Source: an optimization exercise on an open RTL-to-GDS flow (aim: small area, a short achievable clock period and few clock cycles per item). Production flows keep margins and buffers that such runs may drop. Only simulation tests tie the RTL to the original design; equivalence was not proved.

<file path="flow/run.sh">
#!/bin/bash
# synth_recipe.tcl (not shown) runs the flow's synth.tcl, then flattens the netlist and writes it again
# the make line also repeats each setting of config.mk as NAME=value (left out here)
make -C /OpenROAD-flow-scripts/flow DESIGN_CONFIG=/design/flow/config.mk WORK_HOME=/design/flow/orfs CLKGATE_MAP_FILE= SYNTH_SCRIPT=/design/flow/synth_recipe.tcl finish
</file>
<file path="flow/config.mk">
export PLATFORM = sky130hd
export DESIGN_NAME = window_level_to_rgb8
export DESIGN_NICKNAME = window_level_to_rgb8
export VERILOG_FILES = /design/flow/design.v
export SDC_FILE = /design/flow/constraint.sdc
export NUM_CORES = 4
export LEC_CHECK = 0
export CAP_MARGIN = 20
export CORE_MARGIN = 2
export CORE_UTILIZATION = 40
export PLACE_DENSITY = 0.6
export SETUP_SLACK_MARGIN = 2.0
export SLEW_MARGIN = 20
export SYNTH_HIERARCHICAL = 1
</file>
<file path="flow/constraint.sdc">
create_clock -name core_clock -period 5.0 [get_ports {clk}]
set_input_delay 1.0000 -clock core_clock [delete_from_list [all_inputs] [get_ports {clk}]]
set_output_delay 1.0000 -clock core_clock [all_outputs]
set_load 0.01 [all_outputs]
</file>
<file path="flow/design.v">
`default_nettype none
package wl_pkg;
  localparam logic [1:0] FMT_GRAY  = 2'd0;
  localparam logic [1:0] FMT_RGB16 = 2'd1;
  localparam logic [1:0] FMT_RGB8  = 2'd2;
  localparam logic [1:0] FMT_RGBA8 = 2'd3;
  localparam logic [1:0] REG_FORMAT = 2'd0;
  localparam logic [1:0] REG_LOW    = 2'd1;
  localparam logic [1:0] REG_HIGH   = 2'd2;
  localparam int RW = 32;
endpackage
`default_nettype wire
`default_nettype none
module wl_pg #(
  parameter int W = 33
) (
  input  wire logic [W-1:0] a,
  input  wire logic [W-1:0] b,
  output logic [W-1:0] p,
  output logic [W-1:0] g
);
  assign p = a ^ b;
  assign g = a & b;
endmodule
module wl_pfx #(
  parameter int W = 33
) (
  input  wire logic [W-1:0] p,
  input  wire logic [W-1:0] g,
  input  wire logic cin,
  output logic [W-1:0] c
);
  localparam int L = W > 32 ? 6 : W > 16 ? 5 : W > 8 ? 4 : W > 4 ? 3 : W > 2 ? 2 : 1;
  logic [L:0][W-1:0] gg, pp;
  assign gg[0] = {g[W-1:1], g[0] | (p[0] & cin)};
  assign pp[0] = p;
  for (genvar l = 0; l < L; l++) begin : g_lv
    for (genvar i = 0; i < W; i++) begin : g_bit
      if (((i >> l) & 1) == 1) begin : g_join
        localparam int J = ((i >> l) << l) - 1;
        assign gg[l+1][i] = gg[l][i] | (pp[l][i] & gg[l][J]);
        assign pp[l+1][i] = pp[l][i] & pp[l][J];
      end else begin : g_pass
        assign gg[l+1][i] = gg[l][i];
        assign pp[l+1][i] = pp[l][i];
      end
    end
  end
  assign c = gg[L];
endmodule
module wl_add #(
  parameter int W = 33
) (
  input  wire logic [W-1:0] a,
  input  wire logic [W-1:0] b,
  input  wire logic cin,
  output logic [W-1:0] s
);
  logic [W-1:0] p, g, c;
  wl_pg #(.W(W)) u_pg (.a(a), .b(b), .p(p), .g(g));
  wl_pfx #(.W(W)) u_pfx (.p(p), .g(g), .cin(cin), .c(c));
  assign s = p ^ {c[W-2:0], cin};
endmodule
module wl_msb #(
  parameter int W = 33
) (
  input  wire logic [W-1:0] a,
  input  wire logic [W-1:0] b,
  input  wire logic cin,
  output logic s
);
  logic [W-1:0] p, g, c;
  wl_pg #(.W(W)) u_pg (.a(a), .b(b), .p(p), .g(g));
  wl_pfx #(.W(W)) u_pfx (.p(p), .g(g), .cin(cin), .c(c));
  assign s = p[W-1] ^ c[W-2];
endmodule
module wl_div_stage (
  input  wire logic clk,
  input  wire logic [wl_pkg::RW:0] dn,
  input  wire logic dneg,
  input  wire logic byp,
  input  wire logic [wl_pkg::RW:0] r_in,
  input  wire logic [7:0] xq_in,
  output logic [wl_pkg::RW:0] r_out,
  output logic [7:0] xq_out
);
  localparam int RW = wl_pkg::RW;
  logic sub;
  logic [RW:0] t, s;
  assign sub = !r_in[RW];
  assign t = {r_in[RW-1:0], xq_in[7]};
  wl_add #(.W(RW+1)) u_add (
    .a(t), .b(dn ^ {(RW+1){sub}}), .cin(sub ^ dneg), .s(s)
  );
  always_ff @(posedge clk) begin
    r_out <= s;
    xq_out <= {xq_in[6:0], byp ? xq_in[7] : !r_in[RW]};
  end
endmodule
`default_nettype wire
`default_nettype none
module window_level_to_rgb8 (
  input  wire logic clk,
  input  wire logic rst,
  input  wire logic cfg_we,
  input  wire logic [1:0] cfg_index,
  input  wire logic [31:0] cfg_data,
  input  wire logic pix_in_valid,
  output logic pix_in_ready,
  input  wire logic [32+16*3+8-1:0] pix_in_data,
  output logic pix_out_valid,
  input  wire logic pix_out_ready,
  output logic [31:0] pix_out_data
);
  localparam int RW = wl_pkg::RW;
  localparam int NST = 7;
  logic [1:0] fmt;
  logic signed [31:0] lo, hi;
  always_ff @(posedge clk) begin
    if (rst) begin
      fmt <= wl_pkg::FMT_GRAY;
      lo <= '0;
      hi <= 32'sd255;
    end else if (cfg_we) begin
      case (cfg_index)
        wl_pkg::REG_FORMAT: fmt <= cfg_data[1:0];
        wl_pkg::REG_LOW:    lo <= cfg_data;
        wl_pkg::REG_HIGH:   hi <= cfg_data;
        default: ;
      endcase
    end
  end
  logic is_gray, is_rgb16, is_rgb8;
  assign is_gray  = fmt == wl_pkg::FMT_GRAY;
  assign is_rgb16 = fmt == wl_pkg::FMT_RGB16;
  assign is_rgb8  = fmt[1];
  logic [RW:0] dw, dn;
  logic dneg, dzero;
  logic [RW:0] dhl;
  wl_add #(.W(RW+1)) u_dhl (.a({hi[31], hi}), .b(~{lo[31], lo}), .cin(1'b1), .s(dhl));
  assign dw = is_rgb8 ? '0 : dhl;
  always_ff @(posedge clk) begin
    dn <= dw ^ {(RW+1){dw[RW]}};
    dneg <= dw[RW];
  end
  assign dzero = dn == '0 && !dneg;
  logic [RW:0] ea;
  logic va, bypa;
  logic [NST:0][RW:0] r;
  logic [NST:0][7:0] xq;
  logic [NST:0] vl, zr, st, byp;
  logic [3:0] hcnt;
  logic hd_end;
  assign hd_end = hcnt == 4'd0;
  logic rmode, out_free, deliver, recirc;
  assign out_free = !pix_out_valid || pix_out_ready;
  assign deliver = vl[NST] && out_free && (!rmode || hd_end);
  assign recirc = vl[NST] && !deliver;
  logic ivld, ilast;
  logic [1:0] iph;
  logic [47:0] ib;
  logic front_free, issue, accept;
  assign front_free = !recirc && !rmode;
  assign issue = ivld && front_free;
  assign pix_in_ready = !ivld || (front_free && ilast);
  assign accept = pix_in_valid && pix_in_ready;
  logic [31:0] gs;
  logic [15:0] ri, gi, bi;
  logic [7:0] ai;
  assign {gs, ri, gi, bi, ai} = pix_in_data;
  always_ff @(posedge clk) begin
    if (rst) begin
      ivld <= 1'b0;
    end else if (pix_in_ready) begin
      ivld <= pix_in_valid;
    end
  end
  always_ff @(posedge clk) begin
    if (pix_in_ready) begin
      iph <= '0;
      ilast <= !is_rgb16;
      if (is_gray) ib <= {16'd0, gs};
      else if (is_rgb16) ib <= {ri, gi, bi};
      else ib <= {16'd0, ri[7:0], gi[7:0], bi[7:0], fmt[0] ? ai : 8'd0};
    end else if (issue) begin
      iph <= iph + 2'd1;
      ilast <= iph == 2'd1;
      ib <= {ib[31:0], 16'd0};
    end
  end
  logic signed [32:0] v;
  logic [RW:0] eb;
  always_comb begin
    if (is_gray) v = {ib[31], ib[31:0]};
    else if (is_rgb16) v = {17'd0, ib[47:32]};
    else v = {1'b0, ib[31:0]};
  end
  wl_add #(.W(RW+1)) u_ea (
    .a(v), .b(is_rgb8 ? '1 : ~{lo[31], lo}), .cin(1'b1), .s(eb)
  );
  logic sl, fs;
  logic [7:0] y;
  logic [31:0] d32;
  assign sl = !r[NST][RW];
  wl_msb #(.W(RW+1)) u_last (
    .a({r[NST][RW-1:0], xq[NST][7]}), .b(dn ^ {(RW+1){sl}}), .cin(sl ^ dneg), .s(fs)
  );
  logic yk1, yk2;
  always_comb begin
    yk1 = 1'b0;
    yk2 = 1'b0;
    if (byp[NST]) begin
      y = {xq[NST][6:0], xq[NST][7]};
      yk1 = xq[NST][7];
    end else if (dzero) y = 8'd128;
    else if (zr[NST]) y = 8'd0;
    else if (st[NST]) begin
      y = 8'd255;
      yk1 = 1'b1;
    end else begin
      y = {xq[NST][5:0], !r[NST][RW], 1'b0};
      yk2 = 1'b1;
    end
    d32 = {r[NST][30:0], xq[NST][7]};
  end
  always_ff @(posedge clk) begin
    if (recirc) ea <= is_rgb8 ? {1'b0, d32} : {22'd0, fs, yk2, yk1, y[7:1], 1'b0};
    else ea <= eb;
    bypa <= recirc;
  end
  logic [RW-1:0] ub;
  logic sb;
  wl_add #(.W(RW)) u_ub (
    .a(ea[RW-1:0]), .b(~{{8{ea[RW]}}, ea[RW-1:8]}),
    .cin(!(dneg || ea[7:0] != 8'd0)), .s(ub)
  );
  wl_msb #(.W(RW+2)) u_sat (
    .a({ea[RW], ea}), .b({1'b0, dn} ^ {(RW+2){!dneg}}), .cin(!dneg), .s(sb)
  );
  always_ff @(posedge clk) begin
    if (is_rgb8 || bypa) begin
      r[0] <= {9'd0, ea[31:8]};
      xq[0] <= is_rgb8 ? ea[7:0] : {ea[7:1], ea[8] | (ea[9] & !ea[10])};
    end else begin
      r[0] <= {1'b0, ub ^ {RW{dneg}}};
      xq[0] <= dneg ? ea[7:0] : -ea[7:0];
    end
    zr[0] <= ea == '0 || (ea[RW] ^ dneg);
    st[0] <= dneg ? sb : !sb;
    byp[0] <= bypa;
  end
  for (genvar k = 0; k < NST; k++) begin : g_div
    wl_div_stage u_div (
      .clk(clk), .dn(dn), .dneg(dneg), .byp(byp[k]),
      .r_in(r[k]), .xq_in(xq[k]),
      .r_out(r[k+1]), .xq_out(xq[k+1])
    );
    always_ff @(posedge clk) begin
      zr[k+1] <= zr[k];
      st[k+1] <= st[k];
      byp[k+1] <= byp[k];
    end
  end
  always_ff @(posedge clk) begin
    if (rst) begin
      va <= 1'b0;
      vl <= '0;
      hcnt <= '0;
      rmode <= 1'b0;
    end else begin
      va <= recirc || issue;
      vl <= {vl[NST-1:0], va};
      rmode <= recirc || (rmode && !(vl[NST] && hd_end));
      if (recirc && (!rmode || hd_end)) hcnt <= 4'(NST + 1);
      else if (hcnt != 4'd0) hcnt <= hcnt - 4'd1;
    end
  end
  logic [1:0] och;
  logic olast;
  assign olast = !is_rgb16 || och == 2'd2;
  always_ff @(posedge clk) begin
    if (rst) och <= '0;
    else if (deliver) och <= olast ? 2'd0 : och + 2'd1;
  end
  logic [31:0] pd;
  logic ok1, ok2, ofs, oy0;
  assign oy0 = ok1 | (ok2 & !ofs);
  always_ff @(posedge clk) begin
    if (deliver) begin
      if (is_gray) pd <= {y, y, y, 8'd0};
      else if (is_rgb16) pd <= {pd[23:16], pd[15:9], oy0, y, 8'd0};
      else pd <= d32;
      ok1 <= yk1;
      ok2 <= yk2;
      ofs <= fs;
    end
  end
  always_comb begin
    pix_out_data = pd;
    if (is_gray) begin
      pix_out_data[24] = oy0;
      pix_out_data[16] = oy0;
      pix_out_data[8] = oy0;
    end else if (is_rgb16) begin
      pix_out_data[8] = oy0;
    end
  end
  always_ff @(posedge clk) begin
    if (rst) pix_out_valid <= 1'b0;
    else if (deliver) pix_out_valid <= olast;
    else if (pix_out_ready) pix_out_valid <= 1'b0;
  end
endmodule
`default_nettype wire
</file>
==> impl_results.md, run 1 <==
- Fin cells: 5241
- Die Area: 92800 µm²
- Yosys warning total: 8
- Clk slew on worst S/H paths: 0.06 ns
- First-pass GRT wire length: 155 mm
- Via-per-instance ratio: 5.26
- Global Route Usage Sum: 21.4%
- Syn Area/Cell: 9.54 µm²
- GP Congestion: 0.886
- Share of cells above drive strength 1: 14.7%
- Final TNS setup: 0 ns
- Fin Hold WS: 0.325 ns
- Final core occ: 48.2%
- IO buf count: 160
- Final Hold Fails: 0
- Tcrit/Tclk final: 60.1%
- Max cap viols: 0
- Hold EP: g_div[6].u_div.xq_out[2]
- Nets: 4538
- Mapped Cells: 3787
- Remaining DRCs: 0
- Largest net degree at the start of global routing: 82
- Initial Util: 40.3%
- Worst Setup Start Kind: flop
- ANT nets after route: 0
- Crit path required time: 5.47 ns
- Reg-to-Reg Start: fmt[1]
- Worst EP arrival: 3.48 ns
- DRT Pass-1 Iters: 5
- Slew HR: 44.2%
- Total CTS buffers: 68
- Outcome: no timing/DRC/antenna violations
- Post-DP HPWL: 72.2 mm
- RR Endpoint: ea[26]
- Placeable core area: 89700 µm²
- H-tree depth: 3
- Area after DPL: 38600 µm²
- # setup viols final: 0
- Worst min-delay path category: reg -> reg
- Vias in the first global route: 26600
- Iter 0 DRT Violations: 1714
- R2R setup slack: 1.99 ns
- CP Capture Type: flop
- Area grow syn2layout: 19.6%
- Hold-fix buffers, CTS: 0
- CP Max Fanout: 10
- Max Fclk: 333 MHz
- Fin Clk Skew: 0.0219 ns
- Antenna cells: 0
- Clock latency (worst-skew pair): 0.63 ns
- DRT Wirelength: 103 mm
- Clock Sinks: 588
- RSZ-0062 raised after global routing: true
- Worst-case clock buffer depth: 3
- CTS tree: yes
- Root cell of the clock tree: clkbuf_16
- Hold_sp: g_div[5].u_div.xq_out[1]
- Crit Path Category: reg -> reg
- Placed cells: 5016
- Final min period: 3.01 ns
- Worst-Margin Slew: 0.838 ns
- Syn Std Cell Area: 36100 µm²
- DR WL/cell: 19.6 µm
- Std cell rows: 110
- Via Count: 27500
- FF-to-FF path depth: 13
- Initial antenna violation count: 0
- Die height: 305 µm
- Hold depth: 0
- Die width: 305 µm
- IO Count: 161
- Max-slew violation count: 0
- Remaining global-route overflow: 0
- Design area: 43200 µm²
==> state kept, by name, summed over array words and instances (netlist names), 4 cells and up <==
signal              count
st                      8
byp                     8
zr                      8
hi                     32
xq                      8
r                      32
lo                     32
hcnt                    4
pd                     32
g_div.u_div.r_out     231
ib                     48
vl                      8
dn                     32
g_div.u_div.xq_out     56
ea                     33
==> through the flow <==
step                      setup WS (ns)
after floorplan                    1.91
after global placement             1.34
after detailed placement           1.32
after CTS                          1.87
after global routing               1.91
final                              1.99
==> layout make-up <==
class | count | area (µm²)
clock inverter | 33 | 519
tap | 1176 | 1470
clock buffer | 92 | 1940
inverter | 112 | 427
multi-input combinational | 2946 | 23000
fill | 8484 | 46500
timing repair buffer | 294 | 3120
sequential | 588 | 12700
==> worst max path at each step <==
stage                       start  endpoint  slack, ns  depth (start not counted)
finish                     fmt[1]    ea[26]       1.99                         13
detailed placement         dn[28]    ea[10]       1.32                         11
global route               fmt[1]    ea[26]       1.91                         13
CTS                        dn[11]    ea[10]       1.87                         13
floorplan           pix_out_ready     ib[0]       1.91                          6
global placement           dn[21]    ea[10]       1.34                         12
==> what timing repair did <==
action / in CTS / in global routing
cloned: 7 / 3
pin swaps: 14 / 67
setup endpoints to repair: 205 / 175
resized for setup: 114 / 134
buffers inserted: 40 / 50
==> cells in the final DEF, fill, tap and decap left out, types with 27 or more instances in the layout <==
master,n
dfxtp_1,456
nand2_1,373
ha_1,373
xor2_1,353
xnor2_1,333
a21o_1,237
a21oi_1,230
nor2_1,173
clkdlybuf4s50_1,154
o21ai_0,133
inv_1,95
buf_4,90
edfxtp_1,84
clkbuf_16,73
a31o_2,39
nand4_1,38
nand2b_1,34
o211ai_1,33
dfxtp_4,31
o21bai_1,30
and3_1,29
and2_1,27
==> metal layers <==
metal  track usage (%)  wire, µm  up-vias
met4              9.13      4420        0
met1              28.4     46700    12900
li1                  -         -    13700
met2              35.1     47100      688
met5                 0         0        -
met3              2.61      4650      219
==> critical path, stage by stage (launching register included) <==
cell	delay, ns
dfxtp_4	0.39
buf_4	0.16
buf_16	0.15
nand2b_2	0.24
ha_4	0.29
a21o_1	0.17
a21o_1	0.17
a221o_1	0.35
a21o_2	0.21
a31o_4	0.22
a21o_1	0.18
xor2_1	0.15
nand2_1	0.07
o21ai_0	0.09
Testbench counts, summed over its fixed seeds: cycles 15,817, items 8,192.
==> inputs of run 2 (changes only) <==
==> flow/flow/run.sh (new file) <==
#!/bin/bash
# The standard layout, with plain buffers (buf_1) on the ports in
# place of the default port buffer; the resizer sizes them as needed.
set -euo pipefail
export BUFFER_PORTS_ARGS="-buffer_cell sky130_fd_sc_hd__buf_1"
bash standard.sh > standard.log 2>&1
==> flow/standard.sh (new file) <==
#!/bin/bash
# synth_recipe.tcl (not shown) runs the flow's synth.tcl, then flattens the netlist and writes it again
# the make line also repeats each setting of config.mk as NAME=value (left out here)
make -C /OpenROAD-flow-scripts/flow DESIGN_CONFIG=/design/flow/config.mk WORK_HOME=/design/flow/orfs CLKGATE_MAP_FILE= SYNTH_SCRIPT=/design/flow/synth_recipe.tcl "${@:-finish}"
--- a/flow/config.mk
+++ b/flow/config.mk
@@ -11,3 +11,3 @@
 export PLACE_DENSITY = 0.6
-export SETUP_SLACK_MARGIN = 2.0
+export SETUP_SLACK_MARGIN = 2.2
 export SLEW_MARGIN = 20
removed: flow/run.sh
==> impl_results.md, run 2 <==
- Die Area: 92800 µm² (unchanged)
- Clock latency (worst-skew pair): 0.63 ns (about the same)
- Die height: 305 µm (unchanged)
- Clock Sinks: 588 (unchanged)
- Hold_sp: xq[5]
- Iter 0 DRT Violations: 1936 (+13%)
- Post-DP HPWL: 74.6 mm (+3.3%)
- Total CTS buffers: 67 (-1.5%)
- Syn Std Cell Area: 36100 µm² (unchanged)
- Worst-case clock buffer depth: 3 (unchanged)
- Worst EP arrival: 3.41 ns (-0.07 ns)
- Std cell rows: 110 (unchanged)
- Slew HR: 40.3% (-3.8 points)
- Placeable core area: 89700 µm² (unchanged)
- Hold-fix buffers, CTS: 0 (unchanged)
- Vias in the first global route: 26900 (+1.2%)
- DRT Pass-1 Iters: 6 (+1)
- Max cap viols: 0 (unchanged)
- Root cell of the clock tree: clkbuf_16
- Max FFs per register: 231 (unchanged)
- Largest net degree at the start of global routing: 82 (unchanged)
- Yosys warning total: 8 (unchanged)
- IO buf count: 160 (unchanged)
- Most common cell after layout, fill and taps aside: dfxtp_1
- Via Count: 28600 (+3.8%)
- Most flops, register: g_div.u_div.r_out
- Clk slew on worst S/H paths: 0.06 ns (about the same)
- Initial Util: 40.3% (unchanged)
- Max Fclk: 342 MHz (+2.9%)
- # setup viols final: 0 (unchanged)
- Nets: 4719 (+4.0%)
- Fill cells: 8180 (-3.6%)
- First-pass GRT wire length: 159 mm (+2.4%)
- Final TNS setup: 0 ns (unchanged)
- Outcome: no timing/DRC/antenna violations
- Syn Area/Cell: 9.54 µm² (unchanged)
- Area grow syn2layout: 24.9%
- Remaining global-route overflow: 0 (unchanged)
- CP Max Fanout: 6 (-4)
- Commonest cells after routing, fill and taps aside: dfxtp_1, nand2_1, ha_1
- Die width: 305 µm (unchanged)
- Reg-to-Reg Start: lo[12]
- DRT Wirelength: 109 mm (+5.6%)
- Antenna cells: 0 (unchanged)
- IO Count: 161 (unchanged)
- ANT nets after route: 0 (unchanged)
- Remaining DRCs: 0 (unchanged)
- Tcrit/Tclk final: 58.4% (-1.7 points)
- Crit path required time: 5.49 ns (+0.02 ns)
- Final Hold Fails: 0 (unchanged)
- Global Route Usage Sum: 22.1% (+0.63 points)
- H-tree depth: 3 (unchanged)
- Final min period: 2.92 ns (-0.0858 ns)
- Fin Clk Skew: 0.0300 ns (+0.00800 ns)
- Share of cells above drive strength 1: 22.8% (+8.1 points)
- CTS tree: yes
- Worst-Margin Slew: 0.893 ns (+0.0553 ns)
- GP Congestion: 0.933 (+5.3%)
- Mapped Cells: 3787 (unchanged)
- Worst Setup Start Kind: flop
- Max-slew violation count: 0 (unchanged)
- CP startpoint: lo[12]
- CP Capture Type: flop
- RSZ-0062 raised after global routing: true
- Initial antenna violation count: 1 (+1)
- DR WL/cell: 20.0 µm (+2.2%)
- Crit Path Category: reg -> reg
- Worst min-delay path category: reg -> reg
- Top Registers: g_div.u_div.r_out: 231 flops, g_div.u_div.xq_out: 56 flops, ib: 48 flops
- Via-per-instance ratio: 5.28 (+0.44%)
run 2: changes by cell type in the layout (fill, tap and decap cells not counted), sizes merged, moves of 4 or more:
| cell | before | now |
|---|---|---|
| buf | 129 | 461 |
| bufinv | 10 | 0 |
| clkbuf | 95 | 103 |
| clkdlybuf4s50 | 154 | 0 |
| clkinv | 13 | 17 |
run 2: cell type report:
| class | count | area (µm²) | share of cell area, % |
|---|---|---|---|
| Multi-Input combinational cell | 2947 | 24400 | 54.2 |
| Sequential cell | 588 | 12800 | 28.3 |
| Inverter | 112 | 428 | 0.948 |
| Clock buffer | 95 | 1920 | 4.26 |
| Clock inverter | 24 | 170 | 0.377 |
| Timing Repair Buffer | 475 | 3930 | 8.70 |
| Tap cell | 1176 | 1470 | 3.26 |
run 2: path summary, 6_finish.rpt:
check / slack, ns / cells after the start / end
worst min-delay path: 0.32 / 0 / g_div[0].u_div.xq_out[6]
worst max register to register: 2.08 / 15 / dn[13]
worst min register to register: 0.32 / 0 / g_div[0].u_div.xq_out[6]
worst max-delay path: 2.08 / 15 / dn[13]
run 2: timing repair:
action / CTS / global route
gates resized for setup: 272 / 310
setup buffers: 116 / 134
hold endpoints to repair: 0 / 0
cloned: 12 / 5
pin swaps: 116 / 252
setup endpoints to repair: 268 / 230
run 2: worst max-delay path: stages, from the launching register on:
cell	delay [ns]
dfxtp_2	0.38
inv_1	0.06
ha_1	0.35
and3_4	0.23
and3_1	0.20
a32oi_2	0.19
nand3_2	0.13
a21oi_2	0.18
inv_2	0.05
a21o_1	0.19
xor2_4	0.22
buf_6	0.16
buf_12	0.16
buf_6	0.12
xnor2_2	0.09
nor2_1	0.07
run 2: per-layer routing:
layer / share of wire (%) / wire length [µm] / global-route usage, % / vias up
li1: - / - / - / 14100
met5: 0.0083 / 9 / 0 / -
met2: 47 / 51300 / 36.8 / 764
met4: 4.2 / 4570 / 9.57 / 2
met3: 4.4 / 4730 / 2.69 / 219
met1: 44 / 47900 / 28.7 / 13500
run 2: per-stage QoR:
stage | instance area [µm²] | hold WS, ns | setup WS (ns) | util, % | cells
5_1_grt | 45100 | 0.312 | 1.95 | 50.3 | 5417
2_1_floorplan | 36600 | 0.310 | 2.06 | - | 3797
3_5_place_dp | 38000 | 0.312 | 1.34 | 42.3 | 5031
4_1_cts | 42400 | 0.312 | 2.11 | 47.3 | 5278
6_report | 45100 | 0.318 | 2.08 | 50.3 | 5417
3_3_place_gp | 38000 | 0.311 | 1.33 | 42.3 | 5031
==> inputs of run 3 (changes only) <==
--- a/flow/config.mk
+++ b/flow/config.mk
@@ -11,3 +11,3 @@
 export PLACE_DENSITY = 0.6
-export SETUP_SLACK_MARGIN = 2.2
+export SETUP_SLACK_MARGIN = 2.35
 export SLEW_MARGIN = 20
==> impl_results.md, run 3 <==
- Post-DP HPWL: 73.4 mm (-1.6%)
- CP Capture Type: flop
- RSZ-0062 raised after global routing: true
- Max Fclk: 341 MHz (-0.49%)
- Tcrit/Tclk final: 58.7% (+0.29 points)
- Final min period: 2.93 ns (+0.0143 ns)
- Most flops, register: g_div.u_div.r_out
- CP Max Fanout: 4 (-2)
- Slew HR: 29.9% (-10 points)
- Final TNS setup: 0 ns (unchanged)
- Worst-case clock buffer depth: 3 (unchanged)
- Share of cells above drive strength 1: 29.0% (+6.1 points)
- ANT nets after route: 0 (unchanged)
- IO Count: 161 (unchanged)
- First-pass GRT wire length: 168 mm (+5.9%)
- Clk slew on worst S/H paths: 0.06 ns (about the same)
- IO buf count: 160 (unchanged)
- Final Hold Fails: 0 (unchanged)
- Global Route Usage Sum: 23.4% (+1.3 points)
- Die width: 305 µm (unchanged)
- CTS tree: yes
- Clock latency (worst-skew pair): 0.62 ns (about the same)
- Fin Hold WS: 0.318 ns (+0.000253 ns)
- Syn Area/Cell: 9.54 µm² (unchanged)
- Via-per-instance ratio: 5.32 (+0.74%)
- Outcome: no timing/DRC/antenna violations
- Remaining global-route overflow: 0 (unchanged)
- Yosys warning total: 8 (unchanged)
- Total CTS buffers: 68 (+1.5%)
- Antenna cells: 0 (unchanged)
- Worst-Margin Slew: 1.05 ns (+0.156 ns)
- CP startpoint: ea[1]
- Via Count: 29700 (+3.8%)
- Vias in the first global route: 28400 (+5.6%)
- DRT Wirelength: 117 mm (+7.6%)
- Worst EP arrival: 3.47 ns (+0.06 ns)
- DRT Pass-1 Iters: 6 (unchanged)
- Syn Std Cell Area: 36100 µm² (unchanged)
- Max FFs per register: 231 (unchanged)
- Clock Sinks: 588 (unchanged)
- Placeable core area: 89700 µm² (unchanged)
- Root cell of the clock tree: clkbuf_16
- Initial Util: 40.3% (unchanged)
- Hold-fix buffers, CTS: 0 (unchanged)
- Remaining DRCs: 0 (unchanged)
- Fin Clk Skew: 0.0182 ns (-0.0118 ns)
- Max-slew violation count: 0 (unchanged)
- Worst min-delay path category: reg -> reg
- R2R setup slack: 2.07 ns (about the same)
- Most common cell after layout, fill and taps aside: dfxtp_1
- Initial antenna violation count: 1 (unchanged)
- Mapped Cells: 3787 (unchanged)
- Std cell rows: 110 (unchanged)
- # setup viols final: 0 (unchanged)
- Nets: 4880 (+3.4%)
- Iter 0 DRT Violations: 1927 (-0.46%)
- DR WL/cell: 20.9 µm (+4.4%)
- H-tree depth: 3 (unchanged)
- Top Registers: g_div.u_div.r_out: 231 flops, g_div.u_div.xq_out: 56 flops, ib: 48 flops
- Worst Setup Start Kind: flop
- Max cap viols: 0 (unchanged)
- Area grow syn2layout: 33.0%
- Die height: 305 µm (unchanged)
- Hold_sp: g_div[3].u_div.xq_out[6]
- Largest net degree at the start of global routing: 82 (unchanged)
- Die Area: 92800 µm² (unchanged)
- Reg-to-Reg Start: ea[1]
- Crit path required time: 5.54 ns (+0.05 ns)
- Crit Path Category: reg -> reg
- GP Congestion: 0.905 (-3.1%)
- Commonest cells after routing, fill and taps aside: dfxtp_1, nand2_1, ha_1
==> run 3: changes by cell type in the layout (fill, tap and decap cells not counted), moves of 17 or more <==
cell,delta
xnor2_1,-19
a21oi_2,+27
buf_4,+107
buf_12,+24
buf_6,+27
xnor2_2,+22
o21ai_0,-17
xor2_1,-19
a21oi_1,-31
ha_1,-20
==> run 3: final cells by class <==
| type | count | area, µm² |
|---|---|---|
| clock inverters | 27 | 347 |
| clock buffers | 95 | 1910 |
| flip-flops and latches | 588 | 12800 |
| inverters | 112 | 438 |
| well taps | 1176 | 1470 |
| multi-input cells | 2949 | 25400 |
| fillers | 7824 | 41700 |
| repair buffers | 633 | 5640 |
==> run 3: final timing paths <==
check	endpoint	cells after the start
worst max-delay path	r[15]	15
worst min-delay path	g_div[4].u_div.xq_out[7]	0
worst max register to register	r[15]	15
worst min register to register	g_div[4].u_div.xq_out[7]	0
==> run 3: what timing repair did <==
action,4_1_cts,5_1_grt
pin swaps,282,320
cloned,21,4
buffers inserted,276,143
hold endpoints to repair,0,0
resized for setup,485,298
setup endpoints to repair,346,267
==> run 3: critical path, cell delays in order, from the launching register on <==
cell	delay, ns
dfxtp_4	0.35
inv_4	0.06
ha_4	0.13
nand2_2	0.05
or3_4	0.37
nor4_4	0.33
a21oi_2	0.10
o21ai_2	0.21
a21oi_4	0.13
o21bai_4	0.21
a31o_4	0.20
a31o_4	0.16
xor2_2	0.15
xor2_1	0.18
nor2_1	0.08
a21oi_2	0.14
==> run 3: per-layer routing <==
layer / up-vias / wire (µm) / GRT usage, % / part of all wire (%)
met5: - / 18 / 0 / 0.015
met4: 2 / 5910 / 10.7 / 5.1
met3: 281 / 5790 / 3.26 / 5.0
met2: 888 / 55200 / 38.8 / 47
met1: 14100 / 49900 / 30.1 / 43
li1: 14400 / - / - / -
==> run 3: stage by stage <==
step	utilization (%)	worst slack (ns)	cell area (µm²)	std cells
2_1_floorplan	-	2.06	36800	3797
3_3_place_gp	42.3	1.43	38000	5013
3_5_place_dp	42.3	1.33	38000	5013
4_1_cts	50.4	2.06	45200	5432
5_1_grt	53.5	1.94	48100	5580
6_report	53.5	2.07	48100	5580
==> inputs of run 4 (changes only) <==
--- a/flow/config.mk
+++ b/flow/config.mk
@@ -11,3 +11,3 @@
 export PLACE_DENSITY = 0.6
-export SETUP_SLACK_MARGIN = 2.35
+export SETUP_SLACK_MARGIN = 2.0
 export SLEW_MARGIN = 20
==> impl_results.md, run 4 <==
- Outcome: no timing/DRC/antenna violations
- Syn Area/Cell: 9.54 µm² (unchanged)
- Clock Sinks: 588 (unchanged)
- Nets: 4526 (-7.3%)
- Antenna cells: 0 (unchanged)
- ANT nets after route: 0 (unchanged)
- Crit path required time: 5.54 ns (about the same)
- Final TNS setup: 0 ns (unchanged)
- Max cap viols: 0 (unchanged)
- Post-route setup slack: 1.98 ns (-0.0836 ns)
- GP Congestion: 0.898 (-0.80%)
- Final Hold Fails: 0 (unchanged)
- Worst-case clock buffer depth: 3 (unchanged)
- Placeable core area: 89700 µm² (unchanged)
- Clk slew on worst S/H paths: 0.07 ns (about the same)
- Share of cells above drive strength 1: 14.6% (-14 points)
- Clock latency (worst-skew pair): 0.62 ns (about the same)
- Die width: 305 µm (unchanged)
- Worst EP arrival: 3.56 ns (+0.09 ns)
- Die height: 305 µm (unchanged)
- Crit Path Category: reg -> reg
- CTS tree: yes
- Syn Std Cell Area: 36100 µm² (unchanged)
- Remaining DRCs: 0 (unchanged)
- DP Worst Slack: 1.46 ns (+0.135 ns)
- DRT Pass-1 Iters: 6 (unchanged)
- Largest net degree at the start of global routing: 82 (unchanged)
- H-tree depth: 3 (unchanged)
- CP Capture Type: flop
- Initial antenna violation count: 0 (-1)
- Most flops, register: g_div.u_div.r_out
- RSZ-0062 raised after global routing: true
- Total CTS buffers: 68 (unchanged)
- Via-per-instance ratio: 5.23 (-1.7%)
- CP Max Fanout: 10 (+6)
- Area grow syn2layout: 16.7%
- Worst-Margin Slew: 0.842 ns (-0.207 ns)
- Max Fclk: 331 MHz (-2.8%)
- Mapped Cells: 3787 (unchanged)
- Iter 0 DRT Violations: 1875 (-2.7%)
- Via Count: 27300 (-7.9%)
- IO buf count: 160 (unchanged)
- Hold-fix buffers, CTS: 0 (unchanged)
- Fin Clk Skew: 0.0315 ns (+0.0133 ns)
- Max-slew violation count: 0 (unchanged)
- DRT Wirelength: 102 mm (-13%)
- Slew HR: 43.7% (+14 points)
- Tcrit/Tclk final: 60.4% (+1.7 points)
- Commonest cells after routing, fill and taps aside: dfxtp_1, nand2_1, ha_1
- Worst Setup Start Kind: flop
- Vias in the first global route: 26300 (-7.2%)
- # setup viols final: 0 (unchanged)
- Std cell rows: 110 (unchanged)
- Global Route Usage Sum: 21.1% (-2.3 points)
- Remaining global-route overflow: 0 (unchanged)
- Fill cells: 8564 (+9.5%)
- Top Registers: g_div.u_div.r_out: 231 flops, g_div.u_div.xq_out: 56 flops, ib: 48 flops
- Worst min-delay path category: reg -> reg
- Max FFs per register: 231 (unchanged)
- DR WL/cell: 19.5 µm (-6.9%)
- Initial Util: 40.3% (unchanged)
- Yosys warning total: 8 (unchanged)
- Final min period: 3.02 ns (+0.0836 ns)
- IO Count: 161 (unchanged)
- Root cell of the clock tree: clkbuf_16
- Most common cell after layout, fill and taps aside: dfxtp_1
- Die Area: 92800 µm² (unchanged)
- First-pass GRT wire length: 153 mm (-9.0%)
- Post-DP HPWL: 73.3 mm (-0.22%)
==> run 4: layout make-up <==
cell class | instances | area (µm²) | area share [%]
clock buffer | 79 | 1850 | 4.38
clock inverter | 44 | 703 | 1.67
inverter | 112 | 422 | 1.00
multi-input combinational | 2946 | 23000 | 54.6
sequential | 588 | 12700 | 30.2
tap | 1176 | 1470 | 3.49
timing repair buffer | 282 | 1980 | 4.69
==> run 4: worst max-delay path, cell delays in order (launching register included) <==
cell and delay (ns):
dfxtp_2 0.73, xnor2_1 0.16, ha_1 0.30, and4_2 0.23, and3_1 0.19, a311o_1 0.37, a21oi_2 0.12, inv_2 0.03
a21o_1 0.18, xor2_1 0.38, nand2b_1 0.10, a31oi_1 0.16
==> run 4: timing repair <==
item                       in CTS  in global routing
pin swaps                      12                 44
gates resized for setup       104                133
gates cloned                    4                  6
setup endpoints to repair     255                163
buffers inserted               35                 43
==> run 4: path summary, 6_finish.rpt <==
kind	start	endpoint	slack, ns	cells past startpoint
max	dn[24]	ea[10]	1.98	11
min	g_div[4].u_div.xq_out[0]	g_div[5].u_div.xq_out[1]	0.32	0
min reg2reg	g_div[4].u_div.xq_out[0]	g_div[5].u_div.xq_out[1]	0.32	0
max reg2reg	dn[24]	ea[10]	1.98	11
==> run 4: metrics by stage <==
step                utilization (%)  instances  hold WS, ns  cell area (µm²)
floorplan                         -       3797        0.310            36300
global placement               41.9       5016        0.310            37600
detailed placement             41.9       5016        0.312            37600
CTS                            45.7       5178        0.326            41000
global route                   47.0       5227        0.327            42200
finish                         47.0       5227        0.323            42200
==> run 4: metal layers <==
layer | part of all wire (%) | track usage, %
met5 | 0 | 0
met4 | 4.7 | 9.79
met3 | 4.1 | 2.69
met2 | 45 | 33.7
met1 | 46 | 28.3
==> inputs of run 5 (changes only) <==
==> flow/flow/run.sh (replaced) <==
#!/bin/bash
# The standard layout, with plain buffers (buf_1) on the ports in
# place of the default port buffer (the resizer sizes them as needed),
# and clock tree synthesis without dummy loads.
set -euo pipefail
export BUFFER_PORTS_ARGS="-buffer_cell sky130_fd_sc_hd__buf_1"
export CTS_ARGS="-sink_clustering_enable -repair_clock_nets -dont_use_dummy_load"
bash standard.sh > standard.log 2>&1
--- a/flow/config.mk
+++ b/flow/config.mk
@@ -9,4 +9,4 @@
 export CORE_MARGIN = 2
-export CORE_UTILIZATION = 40
-export PLACE_DENSITY = 0.6
+export CORE_UTILIZATION = 50
+export PLACE_DENSITY = 0.65
 export SETUP_SLACK_MARGIN = 2.0
==> impl_results.md, run 5 <==
- Outcome: no timing/DRC/antenna violations
- Total CTS buffers: 67 (-1.5%)
- Final TNS setup: 0 ns (unchanged)
- Clock latency (worst-skew pair): 0.60 ns (-0.02 ns)
- Yosys warning total: 8 (unchanged)
- Die height: 273 µm (-10%)
- Tcrit/Tclk final: 60.7% (+0.31 points)
- Slew HR: 30.0% (-14 points)
- Top Registers: g_div.u_div.r_out: 231 flops, g_div.u_div.xq_out: 56 flops, ib: 48 flops
- Area grow syn2layout: 13.6%
- Fin Hold WS: 0.310 ns (-0.0132 ns)
- Post-route setup slack: 1.97 ns (-0.0154 ns)
- CP Capture Type: flop
- Crit Path Category: reg -> reg
- Global Route Usage Sum: 25.4% (+4.3 points)
- Iter 0 DRT Violations: 1700 (-9.3%)
- DR WL/cell: 19.6 µm (+0.72%)
- IO Count: 161 (unchanged)
- First-pass GRT wire length: 147 mm (-3.9%)
- Initial antenna violation count: 0 (unchanged)
- Crit path required time: 5.49 ns (-0.05 ns)
- Antenna cells: 0 (unchanged)
- Multi-input logic area: 23000 µm² (+0.17%)
- Mapped Cells: 3787 (unchanged)
- Final min period: 3.03 ns (+0.0154 ns)
- Worst-Margin Slew: 1.05 ns (+0.207 ns)
- CTS tree: yes
- Post-DP HPWL: 69.1 mm (-5.7%)
- Area after DPL: 37400 µm² (-0.54%)
- Fin Clk Skew: 0.0319 ns (+0.000468 ns)
- Most flops, register: g_div.u_div.r_out
- DRT Wirelength: 97.0 mm (-4.7%)
- Initial Util: 50.6% (+10 points)
- GP Congestion: 0.937 (+4.4%)
- Design area: 41000 µm² (-2.7%)
- Most common cell after layout, fill and taps aside: dfxtp_1
- Largest net degree at the start of global routing: 82 (unchanged)
- Commonest cells after routing, fill and taps aside: dfxtp_1, nand2_1, ha_1
- Max Fclk: 330 MHz (-0.51%)
- Die width: 273 µm (-10%)
- CP Max Fanout: 4 (-6)
- Max-slew violation count: 0 (unchanged)
- Clock Sinks: 588 (unchanged)
- Clk slew on worst S/H paths: 0.06 ns (about the same)
- Root cell of the clock tree: clkbuf_16
- H-tree depth: 3 (unchanged)
- Remaining global-route overflow: 0 (unchanged)
- Final core occ: 57.4% (+10 points)
- Syn Std Cell Area: 36100 µm² (unchanged)
- IO buf count: 160 (unchanged)
- FF+latch area: 12700 µm² (about the same)
- Worst EP arrival: 3.52 ns (-0.04 ns)
- Share of cells above drive strength 1: 13.5% (-1.2 points)
- DRT Pass-1 Iters: 5 (-1)
- DP Worst Slack: 1.28 ns (-0.179 ns)
- Hold-fix buffers, CTS: 0 (unchanged)
- Via Count: 27200 (-0.35%)
- Worst-case clock buffer depth: 3 (unchanged)
- Fill cells: 6264 (-27%)
- Placed cells: 4799 (-4.3%)
- RSZ-0062 raised after global routing: true
- Via-per-instance ratio: 5.50 (+5.3%)
- Max cap viols: 0 (unchanged)
- Remaining DRCs: 0 (unchanged)
- Std cell rows: 98 (-11%)
- Worst Setup Start Kind: flop
- Worst min-delay path category: reg -> reg
- Fin cells: 4947 (-5.4%)
- Die Area: 74400 µm² (-20%)
- Placeable core area: 71500 µm² (-20%)
- Nets: 4527 (+0.022%)
- Max FFs per register: 231 (unchanged)
- Final Hold Fails: 0 (unchanged)
- Syn Area/Cell: 9.54 µm² (unchanged)
- ANT nets after route: 0 (unchanged)
- # setup viols final: 0 (unchanged)
- Vias in the first global route: 25700 (-2.5%)
run 5: cell types whose count changed in the layout (fill, tap and decap cells not counted), moves of 8 or more:
cell,previous run,this run
xnor2_1,335,323
dfxtp_1,454,462
dfxtp_2,24,16
clkinv_2,13,1
xnor2_2,16,25
bufinv_16,17,0
run 5: layout make-up:
class                   instances  share of cell area (%)
multi-input cells            2945                    56.1
flip-flops and latches        588                    31.0
repair buffers                285                    4.83
clock buffers                  67                    4.09
well taps                     950                    2.90
inverters                     112                    1.04
run 5: critical path: stages (launching register included):
cell and delay (ns):
dfxtp_4 0.37, buf_4 0.12, nor2b_4 0.22, buf_6 0.14
nand2_1 0.07, nand2_2 0.08, ha_4 0.21, a21o_1 0.19
and4_4 0.19, o211ai_1 0.18, buf_4 0.17, a31oi_1 0.10
or2_4 0.30, a41o_2 0.30, xor2_2 0.18, nand2_1 0.07
nand2_1 0.05
run 5: routing by layer:
layer	up-vias	part of all wire, %	global-route usage [%]
li1	13700	-	-
met1	12600	44	33.2
met2	726	46	41.6
met3	227	4.7	3.20
met4	0	5.2	12.2
met5	-	0	0
run 5: repair_timing:
action	in CTS	in global routing
hold endpoints to repair	0	0
gates cloned	7	1
setup buffers	36	37
setup endpoints to repair	228	171
pin swaps	16	61
resized for setup	91	136
run 5: path summary, 6_finish.rpt:
| check | start | to | slack, ns | cells past startpoint |
|---|---|---|---|---|
| worst max-delay path | fmt[0] | ea[23] | 1.97 | 16 |
| worst min-delay path | zr[5] | zr[6] | 0.31 | 0 |
| worst max register to register | fmt[0] | ea[23] | 1.97 | 16 |
| worst min register to register | zr[5] | zr[6] | 0.31 | 0 |
==> inputs of run 6 (changes only) <==
--- a/flow/config.mk
+++ b/flow/config.mk
@@ -9,4 +9,4 @@
 export CORE_MARGIN = 2
-export CORE_UTILIZATION = 50
-export PLACE_DENSITY = 0.65
+export CORE_UTILIZATION = 40
+export PLACE_DENSITY = 0.6
 export SETUP_SLACK_MARGIN = 2.0
==> impl_results.md, run 6 <==
- Post-DP HPWL: 73.3 mm (+6.1%)
- Reg-to-Reg Start: fmt[1]
- Design area: 41300 µm² (+0.70%)
- Via-per-instance ratio: 5.23 (-4.9%)
- Yosys warning total: 8 (unchanged)
- CP Max Fanout: 8 (+4)
- FF-to-FF path depth: 13 (-3)
- Area after DPL: 37600 µm² (+0.54%)
- CTS tree: yes
- Max-slew violation count: 0 (unchanged)
- DR WL/cell: 19.4 µm (-1.3%)
- Vias in the first global route: 26200 (+1.8%)
- First-pass GRT wire length: 153 mm (+3.8%)
- Clock Sinks: 588 (unchanged)
- Slew HR: 40.9% (+11 points)
- Worst-case clock buffer depth: 3 (unchanged)
- Via Count: 27100 (-0.42%)
- Crit path required time: 5.44 ns (-0.05 ns)
- Largest net degree at the start of global routing: 82 (unchanged)
- Final min period: 3.02 ns (-0.0145 ns)
- Die height: 305 µm (+12%)
- Crit path max-delay cell type: dfxtp_4
- DRT Pass-1 Iters: 5 (unchanged)
- # setup viols final: 0 (unchanged)
- Final TNS setup: 0 ns (unchanged)
- ANT nets after route: 0 (unchanged)
- R2R setup slack: 1.98 ns (about the same)
- H-tree depth: 3 (unchanged)
- Remaining DRCs: 0 (unchanged)
- IO buf count: 160 (unchanged)
- Syn Std Cell Area: 36100 µm² (unchanged)
- Iter 0 DRT Violations: 1777 (+4.5%)
- Most common cell on crit path: a21o_1
- Outcome: no timing/DRC/antenna violations
- Antenna cells: 0 (unchanged)
- RSZ-0062 raised after global routing: true
- Top Registers: g_div.u_div.r_out: 231 flops, g_div.u_div.xq_out: 56 flops, ib: 48 flops
- Global Route Usage Sum: 21.0% (-4.4 points)
- DP Worst Slack: 1.46 ns (+0.179 ns)
- Fin Clk Skew: 0.0642 ns (+0.0323 ns)
- Hold-fix buffers, CTS: 0 (unchanged)
- Worst-Margin Slew: 0.885 ns (-0.164 ns)
- Worst min-delay path category: reg -> reg
- Syn Area/Cell: 9.54 µm² (unchanged)
- GP Congestion: 0.898 (-4.2%)
- Mapped Cells: 3787 (unchanged)
- Clk slew on worst S/H paths: 0.06 ns (about the same)
- Area grow syn2layout: 14.4%
- Max FFs per register: 231 (unchanged)
- Crit path cell chain: nand2b_4 -> buf_12 -> and2_4 -> ha_4 -> a21o_1 -> a21o_1 -> a221o_1 -> a21o_2 -> a31o_4 -> a31o_1 -> xor2_1 -> nand2_1 -> o21ai_1
- Crit Path Category: reg -> reg
- Worst EP arrival: 3.45 ns (-0.07 ns)
- Placeable core area: 89700 µm² (+26%)
- CP Capture Type: flop
- Commonest cells after routing, fill and taps aside: dfxtp_1, nand2_1, ha_1
- Final Hold Fails: 0 (unchanged)
- Die width: 305 µm (+12%)
- Fin cells: 5181 (+4.7%)
- Max Fclk: 331 MHz (+0.48%)
- Nets: 4535 (+0.18%)
- Remaining global-route overflow: 0 (unchanged)
- Placed cells: 5016 (+4.5%)
- Initial antenna violation count: 0 (unchanged)
- Share of cells above drive strength 1: 14.0% (+0.47 points)
- RR Endpoint: ea[27]
- Most common cell after layout, fill and taps aside: dfxtp_1
- Hold EP: g_div[1].u_div.xq_out[4]
- Tcrit/Tclk final: 60.4% (-0.29 points)
- Post-route setup slack: 1.98 ns (+0.0145 ns)
- Hold_sp: g_div[0].u_div.xq_out[3]
- Hold depth: 0 (unchanged)
- Total CTS buffers: 68 (+1.5%)
- Initial Util: 40.3% (-10 points)
- DRT Wirelength: 100 mm (+3.4%)
- IO Count: 161 (unchanged)
- Max cap viols: 0 (unchanged)
- Die Area: 92800 µm² (+25%)
- Std cell rows: 110 (+12%)
- Clock latency (worst-skew pair): 0.61 ns (about the same)
- Most flops, register: g_div.u_div.r_out
- Root cell of the clock tree: clkbuf_16
- Worst Setup Start Kind: flop
- Worst path max stage delay: 0.38 ns (about the same)
-- run 6: worst max-delay path by stage --
stage / from / end / slack, ns / depth (start not counted)
after floorplan: pix_out_ready / ib[0] / 1.91 / 6
after global routing: dn[29] / ea[10] / 1.85 / 11
after global placement: g_div[6].u_div.r_out[32] / ea[10] / 1.46 / 12
after CTS: dn[19] / ea[10] / 1.91 / 12
after detailed placement: g_div[6].u_div.r_out[32] / ea[10] / 1.46 / 12
final: fmt[1] / ea[27] / 1.98 / 13
-- run 6: critical path: cells and delay by family, from the launching register on --
kind | cells | cell delay, ns
AO/OA/AOI/OAI | 7 | 1.44
XOR/XNOR | 1 | 0.14
AND/OR/NAND/NOR | 3 | 0.47
flip-flops | 1 | 0.38
buffers and inverters | 1 | 0.17
adder cells (fa/ha/maj) | 1 | 0.25
-- run 6: layer usage --
metal	part of all wire [%]	track usage [%]	vias to the layer above
met2	45	33.9	625
li1	-	-	13700
met1	46	28.2	12600
met5	0	0	-
met3	3.9	2.39	190
met4	4.7	9.42	0
-- run 6: repair_timing --
| item | CTS | global route |
|---|---|---|
| pin swaps | 15 | 52 |
| gates cloned | 5 | 2 |
| gates resized for setup | 115 | 133 |
| buffers inserted | 31 | 59 |
| endpoints found under the setup margin | 254 | 166 |
-- run 6: final cells by class --
cell class,instances,area [µm²]
Clock buffer,68,1700
Sequential cell,588,12700
Fill cell,8629,48400
Multi-Input combinational cell,2946,23000
Tap cell,1176,1470
Inverter,112,422
Timing Repair Buffer,291,2000
-- run 6: through the flow --
step	utilization [%]	hold WS, ns
5_1_grt	46.1	0.330
4_1_cts	44.8	0.321
6_report	46.1	0.317
3_3_place_gp	41.9	0.310
2_1_floorplan	-	0.310
3_5_place_dp	41.9	0.312
==> inputs of run 7 (changes only) <==
--- a/flow/config.mk
+++ b/flow/config.mk
@@ -11,3 +11,3 @@
 export PLACE_DENSITY = 0.6
-export SETUP_SLACK_MARGIN = 2.0
+export SETUP_SLACK_MARGIN = 2.1
 export SLEW_MARGIN = 20
==> impl_results.md, run 7 <==
- Vias in the first global route: 26800 (+2.4%)
- Initial antenna violation count: 0 (unchanged)
- Hold EP: g_div[2].u_div.xq_out[4]
- RR Endpoint: dn[12]
- Syn Area/Cell: 9.54 µm² (unchanged)
- Slew HR: 51.8% (+11 points)
- Clk slew on worst S/H paths: 0.06 ns (about the same)
- CP Capture Type: flop
- Nets: 4612 (+1.7%)
- M1 GR Usage: 28.4% (+0.11 points)
- DRT Pass-1 Iters: 5 (unchanged)
- # setup viols final: 0 (unchanged)
- RSZ-0062 raised after global routing: true
- GP Congestion: 0.927 (+3.3%)
- CP Max Fanout: 6 (-2)
- Top Usage Layer GRT: met2
- Hold_sp: g_div[1].u_div.xq_out[3]
- DR WL/cell: 19.8 µm (+2.2%)
- Most common cell after layout, fill and taps aside: dfxtp_1
- Commonest cells after routing, fill and taps aside: dfxtp_1, nand2_1, ha_1
- Fin cells: 5258 (+1.5%)
- Multi-input logic area: 23800 µm² (+3.6%)
- Hold-fix buffers, CTS: 0 (unchanged)
- Outcome: no timing/DRC/antenna violations
- Largest net degree at the start of global routing: 82 (unchanged)
- Remaining DRCs: 0 (unchanged)
- Reg-to-Reg Start: lo[17]
- Clock Sinks: 588 (unchanged)
- FF-to-FF path depth: 14 (+1)
- Max-slew violation count: 0 (unchanged)
- Share of cells above drive strength 1: 18.3% (+4.3 points)
- Max FFs per register: 231 (unchanged)
- Grt met2 use: 35.8% (+1.8 points)
- Max Fclk: 338 MHz (+2.1%)
- Die width: 305 µm (unchanged)
- CTS tree: yes
- Area grow syn2layout: 18.7%
- Die Area: 92800 µm² (unchanged)
- Crit Path Category: reg -> reg
- H-tree depth: 3 (unchanged)
- Final core occ: 47.8% (+1.8 points)
- Std cell rows: 110 (unchanged)
- Max cap viols: 0 (unchanged)
- Iter 0 DRT Violations: 1602 (-9.8%)
- Yosys warning total: 8 (unchanged)
- Via-per-instance ratio: 5.28 (+0.90%)
- DP Worst Slack: 1.37 ns (-0.0906 ns)
- IO Count: 161 (unchanged)
- Top Registers: g_div.u_div.r_out: 231 flops, g_div.u_div.xq_out: 56 flops, ib: 48 flops
- CP startpoint: lo[17]
- Total CTS buffers: 67 (-1.5%)
- Area after DPL: 37800 µm² (+0.65%)
- Worst path max stage delay: 0.40 ns (+0.02 ns)
- Via Count: 27800 (+2.4%)
- Root cell of the clock tree: clkbuf_16
- Global Route Usage Sum: 21.6% (+0.63 points)
- GRT met3 Usage: 2.57% (+0.18 points)
- Post-DP HPWL: 74.4 mm (+1.5%)
- Design area: 42900 µm² (+3.8%)
- IO buf count: 160 (unchanged)
- Remaining global-route overflow: 0 (unchanged)
- Most common cell on crit path: a21oi_2
- Crit path required time: 5.47 ns (+0.03 ns)
- Antenna cells: 0 (unchanged)
- R2R setup slack: 2.04 ns (+0.06 ns)
- Worst-Margin Slew: 0.723 ns (-0.162 ns)
- FF+latch area: 12800 µm² (+0.33%)
- Initial Util: 40.3% (unchanged)
- Mapped Cells: 3787 (unchanged)
- Fill cells: 8437 (-2.2%)
- Clock latency (worst-skew pair): 0.62 ns (about the same)
- Placed cells: 5026 (+0.20%)
- Worst Setup Start Kind: flop
- Hold depth: 0 (unchanged)
- Crit path max-delay cell type: a221o_1
- Final Hold Fails: 0 (unchanged)
- Worst EP arrival: 3.43 ns (-0.02 ns)
- First-pass GRT wire length: 156 mm (+2.6%)
- ANT nets after route: 0 (unchanged)
- Fin Clk Skew: 0.0511 ns (-0.0131 ns)
- Most flops, register: g_div.u_div.r_out
- Crit path cell chain: inv_1 -> ha_4 -> a21oi_2 -> o21ai_1 -> a221o_1 -> a311o_1 -> a21oi_2 -> inv_2 -> a21o_4 -> xor2_4 -> buf_12 -> buf_8 -> xnor2_2 -> nor2_2
- DRT Wirelength: 104 mm (+3.8%)
- Final TNS setup: 0 ns (unchanged)
- Worst min-delay path category: reg -> reg
- Worst-case clock buffer depth: 3 (unchanged)
- Placeable core area: 89700 µm² (unchanged)
- Syn Std Cell Area: 36100 µm² (unchanged)
- Die height: 305 µm (unchanged)
- Tcrit/Tclk final: 59.1% (-1.2 points)
- Final min period: 2.96 ns (-0.0625 ns)
- Post-route setup slack: 2.04 ns (+0.0625 ns)
run 7: area by class of cell:
cell class,instances,area share [%]
Multi-Input combinational cell,2949,55.5
Clock buffer,67,3.91
Timing Repair Buffer,366,6.35
Inverter,112,1.00
Tap cell,1176,3.43
Sequential cell,588,29.8
run 7: worst max-delay path by stage:
| stage | endpoint | slack [ns] | cells after the start |
|---|---|---|---|
| after floorplan | ib[0] | 2.06 | 6 |
| final | dn[12] | 2.04 | 14 |
| after global routing | dn[12] | 1.94 | 14 |
| after global placement | ea[10] | 1.37 | 12 |
| after detailed placement | dn[9] | 1.37 | 13 |
| after CTS | ea[10] | 2.03 | 11 |
run 7: layer usage:
layer,part of all wire [%],wire (µm),vias to the layer above
met2,46,48100,701
met1,44,46200,13000
met5,0,0,-
met4,4.9,5050,0
li1,-,-,13800
met3,4.6,4750,219
run 7: metrics by stage:
step | hold WS [ns]
floorplan | 0.310
global placement | 0.310
detailed placement | 0.312
CTS | 0.316
global route | 0.324
finish | 0.316
run 7: critical path, delay by kind of cell (launching register included):
kind | cells | cell delay [ns]
adders and majority gates | 1 | 0.24
xor gates and xnor gates | 2 | 0.29
AOI/OAI and AO/OA | 6 | 1.34
and+or+nand+nor | 1 | 0.20
DFF | 1 | 0.34
buffers and inverters | 4 | 0.39
run 7: timing repair:
action                     4_1_cts  5_1_grt
cloned                          10        2
hold endpoints to repair         0        0
buffers inserted                79       74
pin swaps                       40      126
resized for setup              190      207
setup endpoints to repair      248      202
==> inputs of run 8 (changes only) <==
==> flow/flow/run.sh (replaced) <==
#!/bin/bash
# The standard layout, with plain buffers (buf_1) on the ports in
# place of the default port buffer (the resizer sizes them as needed),
# and clock tree synthesis without dummy loads, with larger sink clusters.
set -euo pipefail
export BUFFER_PORTS_ARGS="-buffer_cell sky130_fd_sc_hd__buf_1"
export CTS_ARGS="-sink_clustering_enable -repair_clock_nets -dont_use_dummy_load -sink_clustering_size 20"
bash standard.sh > standard.log 2>&1
--- a/flow/config.mk
+++ b/flow/config.mk
@@ -11,3 +11,3 @@
 export PLACE_DENSITY = 0.6
-export SETUP_SLACK_MARGIN = 2.1
+export SETUP_SLACK_MARGIN = 2.0
 export SLEW_MARGIN = 20
==> impl_results.md, run 8 <==
- Outcome: no timing/DRC/antenna violations
- Syn Std Cell Area: 36100 µm² (unchanged)
- Total CTS buffers: 68 (+1.5%)
- Max FFs per register: 231 (unchanged)
- Worst-case clock buffer depth: 3 (unchanged)
- Initial antenna violation count: 0 (unchanged)
- Die Area: 92800 µm² (unchanged)
- Clk slew on worst S/H paths: 0.06 ns (about the same)
- Final TNS setup: 0 ns (unchanged)
- First-pass GRT wire length: 153 mm (-2.5%)
- Fin Clk Skew: 0.0642 ns (+0.0131 ns)
- Most common cell after layout, fill and taps aside: dfxtp_1
- Via-per-instance ratio: 5.23 (-0.89%)
- Die height: 305 µm (unchanged)
- Crit Path Category: reg -> reg
- Placeable core area: 89700 µm² (unchanged)
- Remaining DRCs: 0 (unchanged)
- Worst EP arrival: 3.45 ns (+0.02 ns)
- Global Route Usage Sum: 21.0% (-0.63 points)
- Remaining global-route overflow: 0 (unchanged)
- Via Count: 27100 (-2.3%)
- Hold_sp: g_div[0].u_div.xq_out[3]
- # setup viols final: 0 (unchanged)
- Clock Sinks: 588 (unchanged)
- Top Registers: g_div.u_div.r_out: 231 flops, g_div.u_div.xq_out: 56 flops, ib: 48 flops
- Area grow syn2layout: 14.4%
- DR WL/cell: 19.4 µm (-2.2%)
- Worst Setup Start Kind: flop
- Most flops, register: g_div.u_div.r_out
- Reg-to-Reg Start: fmt[1]
- IO Count: 161 (unchanged)
- Post-DP HPWL: 73.3 mm (-1.5%)
- Max cap viols: 0 (unchanged)
- DRT Pass-1 Iters: 5 (unchanged)
- Syn Area/Cell: 9.54 µm² (unchanged)
- Final Hold Fails: 0 (unchanged)
- Share of cells above drive strength 1: 14.0% (-4.3 points)
- Root cell of the clock tree: clkbuf_16
- GP Congestion: 0.898 (-3.2%)
- Worst min-delay path category: reg -> reg
- Slew HR: 40.9% (-11 points)
- DRT Wirelength: 100 mm (-3.6%)
- ANT nets after route: 0 (unchanged)
- Clock latency (worst-skew pair): 0.61 ns (about the same)
- Vias in the first global route: 26200 (-2.3%)
- Antenna cells: 0 (unchanged)
- Crit path required time: 5.44 ns (-0.03 ns)
- Final min period: 3.02 ns (+0.0625 ns)
- Fin Hold WS: 0.317 ns (+0.00117 ns)
- CTS tree: yes
- CP Capture Type: flop
- Mapped Cells: 3787 (unchanged)
- Largest net degree at the start of global routing: 82 (unchanged)
- Std cell rows: 110 (unchanged)
- Max Fclk: 331 MHz (-2.1%)
- CP Max Fanout: 8 (+2)
- Nets: 4535 (-1.7%)
- Yosys warning total: 8 (unchanged)
- Initial Util: 40.3% (unchanged)
- Tcrit/Tclk final: 60.4% (+1.2 points)
- Worst-Margin Slew: 0.885 ns (+0.162 ns)
- H-tree depth: 3 (unchanged)
- RSZ-0062 raised after global routing: true
- Die width: 305 µm (unchanged)
- IO buf count: 160 (unchanged)
- Iter 0 DRT Violations: 1777 (+11%)
- Max-slew violation count: 0 (unchanged)
- Commonest cells after routing, fill and taps aside: dfxtp_1, nand2_1, ha_1
- CP startpoint: fmt[1]
## run 8: changes by cell type in the layout (fill, tap and decap cells not counted), moves of 8 or more
cell | before | now
buf_4 | 152 | 92
buf_8 | 12 | 3
dfxtp_1 | 437 | 455
dfxtp_2 | 32 | 22
dfxtp_4 | 35 | 27
ha_1 | 355 | 367
ha_4 | 37 | 24
nand2b_1 | 31 | 39
nand2b_4 | 9 | 1
o21ai_0 | 121 | 130
xnor2_1 | 296 | 331
xnor2_2 | 52 | 20
xor2_1 | 344 | 353
## run 8: per-stage QoR
stage,cell area [µm²],std cells,util (%),setup slack [ns]
detailed placement,37600,5016,41.9,1.46
global route,41300,5181,46.1,1.85
global placement,37600,5016,41.9,1.46
floorplan,36300,3797,-,1.91
finish,41300,5181,46.1,1.98
CTS,40200,5120,44.8,1.91
## run 8: critical path: stages (launching register included)
cell and delay (ns):
dfxtp_4 0.38, nand2b_4 0.24, buf_12 0.17, and2_4 0.17
ha_4 0.25, a21o_1 0.19, a21o_1 0.19, a221o_1 0.35
a21o_2 0.23, a31o_4 0.21, a31o_1 0.21, xor2_1 0.14
nand2_1 0.06, o21ai_1 0.06
## run 8: worst paths after layout
check                           cells past startpoint  slack, ns                       end
worst max-delay path                               13       1.98                    ea[27]
worst min-delay path                                0       0.32  g_div[1].u_div.xq_out[4]
worst max register to register                     13       1.98                    ea[27]
worst min register to register                      0       0.32  g_div[1].u_div.xq_out[4]
## run 8: layer usage
layer / up-vias / wire [µm] / global-route usage, %
li1: 13700 / - / -
met1: 12600 / 46500 / 28.2
met2: 625 / 45200 / 33.9
met3: 190 / 3900 / 2.39
met4: 0 / 4750 / 9.42
met5: - / 0 / 0
## run 8: cell type report
class / instances / area [µm²]
Clock buffer: 68 / 1700
Fill cell: 8629 / 48400
Inverter: 112 / 422
Multi-Input combinational cell: 2946 / 23000
Sequential cell: 588 / 12700
Tap cell: 1176 / 1470
Timing Repair Buffer: 291 / 2000
## run 8: timing repair
| action | in CTS | in global routing |
|---|---|---|
| hold buffers | 0 | 0 |
| gates cloned | 5 | 2 |
| buffers inserted | 31 | 59 |
| pin swaps | 15 | 52 |
| endpoints found under the setup margin | 254 | 166 |
| resized for setup | 115 | 133 |

-- re-timing with driven ports --
The results above use ideal ports. As a check the final layouts listed here were re-extracted and re-timed, cells and wires unchanged. Step 1 sets driving cells, clkbuf_16 on the clock port and buf_2 on the other inputs (assumed; they add their load-dependent delay and slew). Step 2, shift: input delay + t, output delay - t, t = (earliest + latest rising clock arrival at the registers) / 2. This alone moves slack from input paths to output paths. Three values: no drivers, after step 1, after step 2; two values: the first two.
run	t, ns	setup slack, ns	clock arrival spread, ns	cell pins on the clock port's net
run 1	0.680	1.994 / 1.957 / 1.854	0.022 / 0.023	1
run 2	0.682	2.080 / 2.080 / 2.080	0.031 / 0.030	1
run 3	0.674	2.065 / 2.065 / 2.065	0.018 / 0.018	1
run 4	0.673	1.982 / 1.982 / 1.972	0.033 / 0.032	1
run 5	0.647	1.966 / 1.964 / 1.966	0.036 / 0.037	1
run 6	0.649	1.981 / 1.981 / 1.937	0.065 / 0.066	1
run 7	0.659	2.043 / 2.043 / 2.043	0.060 / 0.059	1
run 8	0.649	1.981 / 1.981 / 1.937	0.065 / 0.066	1
After both steps setup and hold are still met in every run listed. The setup slack of run 1, which loses most, moves by -0.037 ns with the drivers and by -0.140 ns with both steps.
